Source: an optimization exercise on an open RTL-to-GDS flow (aim: a short achievable clock period and few clock cycles). Production flows keep margins and buffers that such runs may drop.
The RTL was checked by simulation tests, not by an equivalence proof against the original design.
No activity file was given, so power comes from the tool's default toggle rates.

==> inputs of try-tundra <==
## retro_top
module retro_top #(
  parameter int          addr_width = 16,
  parameter logic [31:0] start_addr = 32'h0000_0000
) (
  input  logic                  clk,
  input  logic                  rst_n,
  input  logic                  hold,        
  input  logic [7:0]            data_in,
  output logic [addr_width-1:0] address,
  output logic [7:0]            data_out,
  output logic                  wren
);
Settings: LEC_CHECK=0, ABC_CLOCK_PERIOD_IN_PS=4000, CAP_MARGIN=20, CORE_MARGIN=2, CORE_UTILIZATION=30, PLACE_DENSITY=0.5, SETUP_SLACK_MARGIN=4.0, SLEW_MARGIN=20; clock period 8.0 ns.
run.sh (not shown) runs the stock make flow with config.mk's settings and CLKGATE_MAP_FILE= SYNTH_SCRIPT=/design/flow/synth_recipe.tcl, a recipe that flattens the netlist after the stock synthesis.
==> try-raven (differences from try-tundra) <==
--- a/flow/design.v
+++ b/flow/design.v
@@ -21,81 +21,102 @@
   logic [CN-1:0] c_val;
   logic [15:0]   fa;                    
   logic [15:0]   fba;                   
   logic [1:0]    fb;                    
   logic [23:0]   fbuf;                  
   logic          dok;                   
   logic [31:0]   pc;                    
+  logic [CN-1:0] poh;                   
+  logic [CN-1:0] ir_poh;                
+  logic [CN-1:0] ex_toh;                
+  logic [CN-1:0] jt_oh;                 
   logic          ir_v;                  
   logic [31:0]   ir;
   logic [31:0]   ir_pc;
   logic [31:0]   ir_oh1, ir_oh2;        
+  logic [15:0]   ir_ils;                
+  logic          rd_m1;                 
+  logic [15:0]   base_r;                
   logic          ex_v;                  
   logic [31:0]   ex_a;                  
   logic [31:0]   ex_b;                  
   logic [31:0]   ex_opb;                
   logic          ex_cin;
+  logic [4:0]    ex_sh;                 
   logic [31:0]   ex_pcv;                
   logic [31:0]   ex_tgt;                
   logic [4:0]    ex_rd;
   logic [2:0]    ex_f3;
   logic          ex_alt;
   logic          s_sum, s_slt, s_sltu, s_xor, s_or, s_and, s_sll, s_sr, s_pcv;
   logic          ex_jalr, ex_br, ex_ld, ex_st;
+  logic          ex_jr1;                
+  logic [31:1]   jt;                    
   logic          ex_we;                 
   logic          ex_lw;                 
   logic          wb_v;                  
   logic [4:0]    wb_rd;
   logic [31:0]   wb_val;
   logic [31:0]   dc_data [0:63];        
   logic [7:0]    dc_tag  [0:63];
   logic [3:0]    dc_val  [0:63];
   logic          ex_lk;                 
   logic          dl_hit;                
-  logic [5:0]    dl_i0, dl_i1;          
-  logic [7:0]    dl_t0, dl_t1;
+  logic [63:0]   dl_oh;                 
+  logic [7:0]    dl_t0;
   logic [1:0]    dl_sh;
   logic [31:0]   dl_val;
   logic          d_act;                 
   logic          a_fet;                 
   logic          wr_q;                  
   logic [15:0]   d_addr;
   logic [1:0]    d_cnt;
   logic [31:0]   sdata;
   logic [23:0]   lacc;
-  logic [CI-1:0] pidx;
   logic [TW-1:0] ptag;
   logic          c_hit;
   logic          pf_bus;                
   logic          byp;
   logic          f_ok;
   logic [31:0]   f_word;
   logic          adv;                   
   logic          jblock;                
   logic          rb;                    
   logic          rb_rs;                 
   logic [15:0]   pf_dist;
-  assign pidx  = pc[CI+1:2];
   assign ptag  = {pc[15:CI+2], pc[1]};
-  assign c_hit = c_val[pidx] && (c_tag[pidx] == ptag);
+  logic [31:0]   c_sel;
+  logic [TW-1:0] t_sel;
+  logic          v_sel;
+  always_comb begin
+    c_sel = 32'd0;
+    t_sel = '0;
+    v_sel = 1'b0;
+    for (int j = 0; j < CN; j++) begin
+      c_sel = c_sel | ({32{poh[j]}} & c_data[j]);
+      t_sel = t_sel | ({TW{poh[j]}} & c_tag[j]);
+      v_sel = v_sel | (poh[j] & c_val[j]);
+    end
+  end
+  assign c_hit = v_sel && (t_sel == ptag);
   assign pf_dist = fa - pc[15:0];
   assign adv     = (fa != pc[15:0]) || (pf_bus && fb == 2'd3);
   assign jblock  = ir_v && (d_jal || d_jalr);
   assign pf_bus  = !d_act && dok;
   assign byp     = pf_bus && (fb == 2'd3) && (fa == pc[15:0]);
   assign f_ok    = c_hit || byp;
   logic [31:0] pw;
   logic        pw_jal, pw_jalr0;
   logic [15:0] pw_tgt;
   assign pw       = {data_in, fbuf};
   assign pw_jal   = fbuf[6:0] == 7'b1101111;
   assign pw_jalr0 = fbuf[6:0] == 7'b1100111 && fbuf[19:15] == 5'd0;
   assign pw_tgt   = pw_jal ? fa + {pw[15:12], pw[20], pw[30:21], 1'b0}
                            : {{4{pw[31]}}, pw[31:21], 1'b0};
-  assign f_word  = byp ? {data_in, fbuf} : c_data[pidx];
+  assign f_word  = byp ? {data_in, fbuf} : c_sel;
   logic [6:0]  op;
   logic [2:0]  f3;
   logic [4:0]  rd, rs1, rs2;
   logic        d_lui, d_auipc, d_jal, d_jalr, d_br, d_ld, d_st, d_alui, d_alur, d_alu;
   logic [31:0] imm;
   logic [31:0] rs1v, rs2v;
   logic [31:0] opb;
@@ -130,19 +151,23 @@
     else
       imm = {{21{ir[31]}}, ir[30:20]};
   end
   logic [31:0] imm_u, imm_b, imm_j;
   assign imm_u = {ir[31:12], 12'b0};
   assign imm_b = {{20{ir[31]}}, ir[7], ir[30:25], ir[11:8], 1'b0};
   assign imm_j = {{12{ir[31]}}, ir[19:12], ir[20], ir[30:21], 1'b0};
-  logic [15:0] ea, ea4, imm_ls, imm_ls4;
-  assign imm_ls  = {{4{ir[31]}}, ir[31:25], d_st ? ir[11:7] : ir[24:20]};
-  assign imm_ls4 = imm_ls + 16'd4;
-  assign ea      = rf1[15:0] + imm_ls;
-  assign ea4     = rf1[15:0] + imm_ls4;    
+  logic [15:0] ea;
+  logic        d_mem;
+  logic        base_go;
+  assign d_mem   = d_ld || d_st;
+  assign ea      = base_r + ir_ils;
+  assign base_go = ir_v && d_mem && !rd_m1 && !dep;
+  logic [31:0] jal_t, br_t;
+  assign jal_t = ir_pc + imm_j;
+  assign br_t  = ir_pc + imm_b;
   assign wr_any = d_lui || d_auipc || d_jal || d_jalr || d_alu;
   assign use1   = !(d_lui || d_auipc || d_jal);
   assign use2   = d_alur || d_br || d_st;
   logic [31:0] rf1, rf2;
   always_comb begin
     rf1 = 32'd0;
     rf2 = 32'd0;
@@ -151,40 +176,39 @@
       rf2 = rf2 | ({32{ir_oh2[i]}} & rf[i]);
     end
   end
   assign rs1v = (wb_v && wb_rd == rs1) ? wb_val : rf1;
   assign rs2v = (wb_v && wb_rd == rs2) ? wb_val : rf2;
   assign inv = d_br || (d_alu && (f3 == 3'b010 || f3 == 3'b011)) ||
                (d_alur && f3 == 3'b000 && ir[30]);
-  assign opb = (d_alur || d_br) ? rs2v : imm;
-  assign dep = (ex_v && (ex_we || ex_lw) &&
-                ((use1 && rs1 == ex_rd) || (use2 && rs2 == ex_rd))) ||
-               (wb_v && (d_ld || d_st) && rs1 == wb_rd);
+  assign opb = ((d_alur || d_br) ? rs2v : imm) ^ {32{inv}};
+  assign dep = ex_v && (ex_we || ex_lw) &&
+               ((use1 && !(d_mem && rd_m1) && rs1 == ex_rd) || (use2 && rs2 == ex_rd));
   logic [32:0] sum;
   logic        lt, ltu, eq;
   logic [4:0]  shamt;
   logic [31:0] alu;
   logic        cond;
   logic [31:0] tgt;
   logic        taken;
   logic [1:0]  last;
   logic        d_fin;
   logic        ex_free;
   logic        ld_we;
   logic [31:0] ld_val;
   logic [31:0] opbx;
   logic        blt, bltu;
-  assign opbx  = ex_opb ^ {32{ex_cin}};
+  assign opbx  = ex_opb;
   assign sum   = {1'b0, ex_a} + {1'b0, opbx} + {32'd0, ex_cin};
   assign ltu   = !sum[32];
   assign lt    = (ex_a[31] == opbx[31]) ? ex_a[31] : sum[31];
   assign eq    = ex_a == ex_b;
   assign bltu  = ex_a < ex_b;
   assign blt   = $signed(ex_a) < $signed(ex_b);
-  assign shamt = ex_opb[4:0];
+  assign shamt = ex_sh;
   always_comb begin
     alu = 32'd0;
     if (s_sum)  alu = alu | sum[31:0];
     if (s_slt)  alu = alu | {31'd0, lt};
     if (s_sltu) alu = alu | {31'd0, ltu};
     if (s_xor)  alu = alu | (ex_a ^ ex_opb);
     if (s_or)   alu = alu | (ex_a | ex_opb);
@@ -200,41 +224,55 @@
       3'b100:  cond = blt;
       3'b101:  cond = !blt;
       3'b110:  cond = bltu;
       3'b111:  cond = !bltu;
       default: cond = 1'b0;
     endcase
   end
-  assign tgt   = ex_jalr ? {sum[31:1], 1'b0} : ex_tgt;
-  assign taken = ex_v && (ex_jalr || (ex_br && cond));
+  assign tgt   = ex_jalr ? {jt, 1'b0} : ex_tgt;
+  assign taken = ex_v && ((ex_jalr && !ex_jr1) || (ex_br && cond));
   always_comb begin
     case (ex_f3[1:0])
       2'd0:    last = 2'd0;
       2'd1:    last = 2'd1;
       default: last = 2'd3;
     endcase
   end
   assign d_fin   = d_act && (d_cnt == last);
-  assign ex_free = !ex_v || !(ex_ld || ex_st) || d_fin || dl_hit;
+  assign ex_free = !ex_v || (!(ex_ld || ex_st) && !ex_jr1) || d_fin || dl_hit;
   assign ld_we   = ex_v && ex_lw && (d_fin || dl_hit);
-  logic [5:0]  l0, l1;
-  logic [7:0]  t0, t1;
+  logic [7:0]  t0;
   logic [3:0]  v0, v1;
   logic [63:0] dwin;
   logic [7:0]  dneed;
   logic        dc_hit;
   logic [31:0] dword;
   logic [31:0] dc_ld;
-  assign l0     = dl_i0;
-  assign l1     = dl_i1;
+  logic [7:0]  dtag0, dtag1;
+  logic [3:0]  dval0, dval1;
+  logic [31:0] ddat0, ddat1;
+  always_comb begin
+    dtag0 = 8'd0;  dtag1 = 8'd0;
+    dval0 = 4'd0;  dval1 = 4'd0;
+    ddat0 = 32'd0; ddat1 = 32'd0;
+    for (int i = 0; i < 64; i++) begin
+      dtag0 = dtag0 | ({8{dl_oh[i]}} & dc_tag[i]);
+      dval0 = dval0 | ({4{dl_oh[i]}} & dc_val[i]);
+      ddat0 = ddat0 | ({32{dl_oh[i]}} & dc_data[i]);
+      if (i < 63) begin
+        dtag1 = dtag1 | ({8{dl_oh[i]}} & dc_tag[i + 1]);
+        dval1 = dval1 | ({4{dl_oh[i]}} & dc_val[i + 1]);
+        ddat1 = ddat1 | ({32{dl_oh[i]}} & dc_data[i + 1]);
+      end
+    end
+  end
   assign t0     = dl_t0;
-  assign t1     = dl_t1;
-  assign v0     = (dc_tag[l0] == t0) ? dc_val[l0] : 4'd0;
-  assign v1     = (dc_tag[l1] == t1) ? dc_val[l1] : 4'd0;
-  assign dwin   = {dc_data[l1], dc_data[l0]};
+  assign v0     = (dtag0 == t0) ? dval0 : 4'd0;
+  assign v1     = (dtag1 == t0) ? dval1 : 4'd0;
+  assign dwin   = {ddat1, ddat0};
   assign dneed  = {4'd0, (last == 2'd0) ? 4'b0001 : (last == 2'd1) ? 4'b0011 : 4'b1111} << dl_sh;
   assign dc_hit = (({v1, v0} & dneed) == dneed);
   assign dword  = 32'(dwin >> {dl_sh, 3'b000});
   always_comb begin
     case (ex_f3[1:0])
       2'd0:    dc_ld = {{24{!ex_f3[2] && dword[7]}}, dword[7:0]};
       2'd1:    dc_ld = {{16{!ex_f3[2] && dword[15]}}, dword[15:0]};
@@ -248,15 +286,15 @@
       default: ld_val = {data_in, lacc};
     endcase
   end
   logic rd_adv;       
   logic jal_go;       
   logic ir_free;
   logic ex_load;      
-  assign ex_load = ir_v && ex_free && !dep;
+  assign ex_load = ir_v && ex_free && !dep && !(d_mem && !rd_m1);
   assign rd_adv  = ex_load && !taken;
   assign jal_go  = rd_adv && d_jal;
   assign ir_free = !ir_v || ex_load;
   assign address  = a_fet ? fba : d_addr;
   assign data_out = sdata[7:0];
   assign wren     = wr_q && !hold;
   always_ff @(posedge clk or negedge rst_n) begin
@@ -269,35 +307,39 @@
   always_ff @(posedge clk or negedge rst_n) begin
     if (!rst_n) begin
       c_val <= '0;
       for (int i = 0; i < 64; i++) dc_val[i] <= 4'd0;
     end else begin
       if (pf_bus && fb == 2'd3)
         c_val[fa[CI+1:2]] <= 1'b1;
-      if (d_act) begin
-        if (dc_tag[d_addr[7:2]] == d_addr[15:8]) begin
-          dc_val[d_addr[7:2]][d_addr[1:0]] <= 1'b1;
-        end else begin
-          dc_val[d_addr[7:2]] <= 4'b0001 << d_addr[1:0];
+      for (int i = 0; i < 64; i++) begin
+        if (d_act && d_addr[7:2] == 6'(i)) begin
+          if (dc_tag[i] == d_addr[15:8])
+            dc_val[i] <= dc_val[i] | (4'b0001 << d_addr[1:0]);
+          else
+            dc_val[i] <= 4'b0001 << d_addr[1:0];
         end
       end
     end
   end
   always_ff @(posedge clk or negedge rst_n) begin
     if (!rst_n) begin
       fa    <= start_addr[15:0];
       fba   <= start_addr[15:0];
       fb    <= 2'd0;
       dok   <= 1'b1;
       pc    <= start_addr;
+      poh   <= CN'(1) << start_addr[CI+1:2];
       wb_v  <= 1'b0;
       ir_v  <= 1'b0;
       rb    <= 1'b0;
       rb_rs <= 1'b0;
       ex_v  <= 1'b0;
+      rd_m1 <= 1'b0;
+      ex_jr1 <= 1'b0;
       d_act <= 1'b0;
       a_fet <= 1'b1;
       wr_q  <= 1'b0;
       ex_lk <= 1'b0;
       dl_hit <= 1'b0;
     end else if (!hold) begin
       if (rb_rs) begin
@@ -320,29 +362,40 @@
         end
         dok <= pf_dist[15:2] < 14'(PD - 2);
       end
       rb    <= 1'b0;
       rb_rs <= 1'b0;
       if (taken) begin
         pc   <= tgt;
+        poh  <= ex_jalr ? jt_oh : ex_toh;
         ir_v <= 1'b0;
       end else if (jal_go) begin
-        pc   <= ir_pc + imm_j;
+        pc   <= jal_t;
+        poh  <= CN'(1) << jal_t[CI+1:2];
         ir_v <= 1'b0;
       end else if (rb) begin
         pc   <= ir_pc;
+        poh  <= ir_poh;
         ir_v <= 1'b0;
       end else if (ir_free) begin
         ir_v  <= adv && f_ok;
         rb    <= adv && !f_ok;
         rb_rs <= adv && !f_ok && !jblock;
-        if (adv) pc <= pc + 32'd4;
+        if (adv) begin
+          pc  <= pc + 32'd4;
+          poh <= {poh[CN-2:0], poh[CN-1]};
+        end
       end
+      if (ir_free || taken)
+        rd_m1 <= 1'b0;
+      else if (base_go)
+        rd_m1 <= 1'b1;
       if (ex_free) ex_v <= rd_adv;
-      wb_v <= (ex_v && ex_we) || ld_we;
+      ex_jr1 <= ex_free && rd_adv && d_jalr;
+      wb_v <= (ex_v && ex_we && ex_free) || ld_we;
       dl_hit <= 1'b0;
       if (ex_free) begin
         d_act <= rd_adv && (d_st || (d_ld && f3[1:0] == 2'd0));
         a_fet <= !(rd_adv && (d_st || (d_ld && f3[1:0] == 2'd0)));
         wr_q  <= rd_adv && d_st;
         ex_lk <= rd_adv && d_ld && f3[1:0] != 2'd0;
       end else if (ex_v && ex_ld && ex_lk) begin
@@ -366,27 +419,35 @@
       dc_tag[d_addr[7:2]] <= d_addr[15:8];
       dc_data[d_addr[7:2]][8*d_addr[1:0] +: 8] <= ex_st ? sdata[7:0] : data_in;
     end
     if (!hold) begin
       if (ir_free) begin
         ir     <= f_word;
         ir_pc  <= pc;
+        ir_poh <= poh;
         ir_oh1 <= 32'd1 << f_word[19:15];
         ir_oh2 <= 32'd1 << f_word[24:20];
+        ir_ils <= {{4{f_word[31]}}, f_word[31:25],
+                   (f_word[6:0] == 7'b0100011) ? f_word[11:7] : f_word[24:20]};
       end
       wb_rd  <= ex_rd;
       wb_val <= ex_ld ? (dl_hit ? dl_val : ld_val) : alu;
       dl_val <= dc_ld;
+      jt     <= sum[31:1];
+      if (base_go) base_r <= rs1v[15:0];
+      jt_oh  <= CN'(1) << sum[CI+1:2];
       if (ex_load) begin
         ex_a    <= rs1v;
         ex_b    <= rs2v;
         ex_opb  <= opb;
+        ex_sh   <= d_alur ? rs2v[4:0] : ir[24:20];
         ex_cin  <= inv;
         ex_pcv  <= d_auipc ? ir_pc + imm_u : d_lui ? imm_u : ir_pc + 32'd4;
-        ex_tgt  <= ir_pc + imm_b;
+        ex_tgt  <= br_t;
+        ex_toh  <= CN'(1) << br_t[CI+1:2];
         ex_rd   <= rd;
         ex_f3   <= f3;
         ex_alt  <= ir[30];
         s_sum   <= (d_alu && f3 == 3'b000);
         s_slt   <= (d_alu && f3 == 3'b010);
         s_sltu  <= (d_alu && f3 == 3'b011);
         s_xor   <= (d_alu && f3 == 3'b100);
@@ -400,18 +461,16 @@
         ex_ld   <= d_ld;
         ex_st   <= d_st;
         ex_we   <= wr_any && rd != 5'd0;
         ex_lw   <= d_ld && rd != 5'd0;
       end
       if (ex_load) begin
         d_addr <= ea;
-        dl_i0  <= ea[7:2];
+        dl_oh  <= 64'd1 << ea[7:2];
         dl_t0  <= ea[15:8];
-        dl_i1  <= ea4[7:2];
-        dl_t1  <= ea4[15:8];
         dl_sh  <= ea[1:0];
         d_cnt  <= 2'd0;
         sdata  <= rs2v;
       end else if (d_act) begin
         begin
           d_addr <= d_addr + 16'd1;
           d_cnt  <= d_cnt + 2'd1;
==> notes <==
- Total power: try-tundra is larger than try-raven (4.2%).
- Between try-tundra and try-raven, the lower non-clock buffer count is in try-tundra (gap 365).
- try-raven went through all stages and came out clean. try-tundra completed without violations.
- Combinational power: try-raven is lower than try-tundra (37%).
- Wire length: try-tundra is lower than try-raven (about 28%).
Testbench counts of try-tundra, summed over its fixed seeds: cycles 39,059.
Testbench counts of try-raven, summed over its fixed seeds: cycles 40,238.

-- port drivers added, routing unchanged --
The results above use ideal ports. As a check the final layouts listed here were re-extracted and re-timed, cells and wires unchanged.
Step 1: set_driving_cell puts a clkbuf_16 on clk and a buf_2 on each other input, an assumption about the parent block.
Step 2 adds t to the input delays and takes it off the output delays; t is the mean of the earliest and latest rising clock arrival at the registers after step 1. Input paths then give back, and output paths get back, about the clock's delay inside the block.
a / b / c = ideal ports / drivers / drivers and shift; a / b = the first two.
run | t (ns) | setup WS [ns] | cell pins on the clock port's net
try-tundra | 1.315 | 3.443 / 3.443 / 3.229 | 1
try-raven | 1.266 | 3.573 / 3.573 / 3.229 | 1
After both steps setup and hold are still met in every run listed. For try-raven, which loses most, drivers alone change the setup slack by 0.000 ns; drivers and shift together by -0.344 ns.
